This design comes from an exercise in tuning for small area, a short achievable clock period and few clock cycles per item on the open sky130 flow, not from production work. Power and IR drop assume default switching activity.

Setup of rev 12:
==> flow/design.v (excerpt) <==
module encoder_speed_and_ramped_setpoint_core (
  input  logic clk,
  input  logic rst,
  input  logic psel,
  input  logic penable,
  input  logic pwrite,
  input  logic [4:0] paddr,
  input  logic [31:0] pwdata,
  output logic [31:0] prdata,
  output logic pready,
  input  logic in_valid,
  output logic in_ready,
  input  logic signed [31:0] encoder_count,
  input  logic [31:0] time_ms,
  input  logic signed [16:0] target_speed_mm_s,
  output logic out_valid,
  input  logic out_ready,
  output logic signed [23:0] measured_speed_mm_s,
  output logic signed [20:0] measured_scaled,
  output logic signed [16:0] ramped_speed_mm_s,
  output logic signed [10:0] setpoint_scaled
);
export LEC_CHECK = 0
export CAP_MARGIN = 20
export CORE_MARGIN = 2
export CORE_UTILIZATION = 40
export SETUP_SLACK_MARGIN = 3.4
export SLEW_MARGIN = 20
create_clock -name core_clock -period 8.0 [get_ports {clk}]
run.sh (not shown) runs the stock make flow with config.mk's settings and CLKGATE_MAP_FILE= SYNTH_SCRIPT=/design/flow/synth_recipe.tcl, a recipe that flattens the netlist after the stock synthesis.
Rev 12 did not stop at any stage, and its layout met the timing, design-rule and antenna checks.
Here is what was changed in the inputs of rev 13 compared with rev 12.
--- a/flow/design.v
+++ b/flow/design.v
@@ -204,28 +204,27 @@
       md_hi <= md_sum[19:3];
       md_lo <= {md_sum[2:0], md_lo[32:3]};
       mp_hi <= mp_sum[19:3];
       mp_lo <= {mp_sum[2:0], mp_lo[32:3]};
       dt_dig <= {dt_dig4[2] & !dig_top, dt_dig4[1:0]};
       rdt_dig <= {rdt_dig4[2] & !dig_top, rdt_dig4[1:0]};
       dt_bor <= dt_dig4[3];
       rdt_bor <= rdt_dig4[3];
       if (dt_dig != 3'd0) s1_dz <= 1'b0;
     end
   end
   logic [57:0] x_fin;
-  logic [49:0] d_fin, p_fin;
+  logic [49:0] d_fin;
   assign x_fin = {mx_sum[27:3], mx_sum[2:0], mx_lo[32:3]};
   assign d_fin = {md_sum[19:3], md_sum[2:0], md_lo[32:3]};
-  assign p_fin = {mp_sum[19:3], mp_sum[2:0], mp_lo[32:3]};
   logic a_busy, a_first;
   logic [3:0] a_cnt;
   logic a_last, a_step, a_fire;
   logic [47:0] a_r, a_d;
   logic [22:0] a_q;
   logic a_neg, a_dz, a_ovf;
   logic [9:0] st_r;
   logic [17:0] st_q;
   logic st_sat;
   logic signed [16:0] a_tgt;
   logic b_busy, b_done;
   logic b_free_early, b_fire;
@@ -276,27 +275,27 @@
     end else if (a_step) begin
       a_first <= 1'b0;
       a_cnt <= a_cnt + 4'd1;
     end
   end
   always_ff @(posedge clk) begin
     if (s1_fire) begin
       a_r <= {13'd0, x_fin[57:23]};
       a_q <= x_fin[22:0];
       a_d <= d_fin[47:0];
       a_neg <= s1_neg;
       a_dz <= s1_dz & (dt_dig == 3'd0);
-      st_r <= {1'b0, p_fin[26:18]};
-      st_q <= p_fin[17:0];
-      st_sat <= (p_fin[49:27] != 23'd0);
+      st_r <= {1'b0, mp_lo[29:21]};
+      st_q <= mp_lo[20:3];
+      st_sat <= (mp_hi != 17'd0) || (mp_lo[32:30] != 3'd0) || (rdt_dig != 3'd0);
       a_tgt <= (target_speed_mm_s == -17'sd65536) ? -17'sd65535 : target_speed_mm_s;
     end else if (a_step) begin
       a_r <= a_rn;
       a_q <= {a_q[21:0], a_ge};
       if (a_first) begin
         a_ovf <= a_cmp;
         rp_up <= rp_e[18] || (rp_e == 19'sd0);
       end
       if (a_cnt < 4'd9) begin
         st_r <= st_g2 ? st_d2[9:0] : st_t2[9:0];
         st_q <= {st_q[15:0], st_g1, st_g2};
       end
@@ -435,36 +434,34 @@
       ms_rn = ms_d3[15:0];
     end else if (!ms_d2[18]) begin
       ms_g = 2'd2;
       ms_rn = ms_d2[15:0];
     end else if (!ms_d1[18]) begin
       ms_g = 2'd1;
       ms_rn = ms_d1[15:0];
     end else begin
       ms_g = 2'd0;
       ms_rn = ms_t[15:0];
     end
   end
-  logic ms_ovf_now;
   logic [18:0] ms_h;
   logic [18:0] ms_hneg;
   logic signed [20:0] ms_final;
-  assign ms_ovf_now = s3_first ? (ms_r >= {3'd0, max_speed_mm_s}) : ms_ovf;
   assign ms_h = {1'b0, ms_q[17:0]};
   assign ms_hneg = -ms_h;
   always_comb begin
     if (max_speed_mm_s == 16'd0) ms_final = -21'sd256;
     else if (!measured_speed_mm_s[23])
-      ms_final = ms_ovf_now ? 21'sh0fffff : $signed({ms_h, ms_g});
-    else if (ms_ovf_now)
+      ms_final = ms_ovf ? 21'sh0fffff : $signed({ms_h, ms_g});
+    else if (ms_ovf)
       ms_final = 21'sh100000;
     else if (ms_g == 2'd0)
       ms_final = $signed({ms_hneg, 2'b00});
     else
       ms_final = $signed({~ms_h, 2'(-ms_g)});
   end
   always_ff @(posedge clk) begin
     if (rst) begin
       s3_busy <= 1'b0;
       s3_first <= 1'b0;
       s3_cnt <= '0;
       out_valid <= 1'b0;
@@ -484,19 +481,19 @@
       end
     end
   end
   always_ff @(posedge clk) begin
     if (b_fire) begin
       measured_speed_mm_s <= spd_val;
       ramped_speed_mm_s <= b_ramp;
       setpoint_scaled <= ss_val;
       ms_r <= y_full[30:12];
       measured_scaled <= {1'b0, y_full[11:0], 8'd0};
     end else if (s3_busy) begin
       ms_r <= {3'd0, ms_rn};
-      if (s3_first) ms_ovf <= ms_ovf_now;
+      if (s3_first) ms_ovf <= (ms_r >= {3'd0, max_speed_mm_s});
       if (s3_cnt == 4'd9) measured_scaled <= ms_final;
       else measured_scaled[19:0] <= {ms_q[17:0], ms_g};
     end
   end
 endmodule
 `default_nettype wire
### Flow results
On effective utilization at floorplan, rev 12 tracks rev 13 almost exactly.
Utilization after layout: rev 13 vs rev 12 down 0.18 points
Re die height: rev 12 and rev 13 aren't equal, and the lower value belongs to rev 12.
Diff rev 12 -> rev 13 | largest net degree at the start of global routing | decrease of 0.73%
As far as layout overhead on the synthesized area is concerned, rev 13 and rev 12 perform about the same.
Compared with rev 12, rev 13 shows a lower flip-flop and latch share of the layout cell area.
When the final numbers for rev 12 and rev 13 were put side by side, the number of cells in the design after placement turned out to be smaller in rev 12.
Met2 layer wire length in the routed design (rev 13 vs. rev 12) increases slightly
For cell leakage power, rev 12 and rev 13 come out practically identical.
[compare] base=rev 12 new=rev 13: portion of total power attributed to the clock network decreased 0.6 points; worst reg-to-reg setup slack increased 0.68 ns; area after synthesis increased 460 um^2; total length of routed wires increased about 1.4%; clock network power decreased about 2%.
No functional check of the RTL was part of any run of this note.

[static timing again, ports no longer ideal]
In the flow no input, the clock included, has a driving cell. The finished layouts below were timed again as built, in two steps.
Step 1, drivers: a clkbuf_16 drives clk and a buf_2 each remaining input, both assumed.
Step 2 moves the port delays by t, midway between the first and last clock arrival at a register: inputs arrive t later, outputs are due t later. That takes back most of the time a late clock gives input paths.
Three values: ideal ports, drivers, drivers and shift; two values: the first two.
| run | t, ns | slack for setup (ns) | hold WS [ns] | worst setup path after step 2 | worst register clock-pin slew, ns |
|---|---|---|---|---|---|
| rev 12 | 0.805 | 2.173 / 2.173 / 2.173 | 0.416 / 0.416 / 0.416 | register to register | 0.07 / 0.07 |
| rev 13 | 0.791 | 2.855 / 2.855 / 2.607 | 0.416 / 0.416 / 0.416 | input to register | 0.07 / 0.07 |
After both steps every run listed still meets setup and hold. The setup slack of rev 13, which loses most, moves by 0.000 ns with the drivers and by -0.248 ns with both steps.
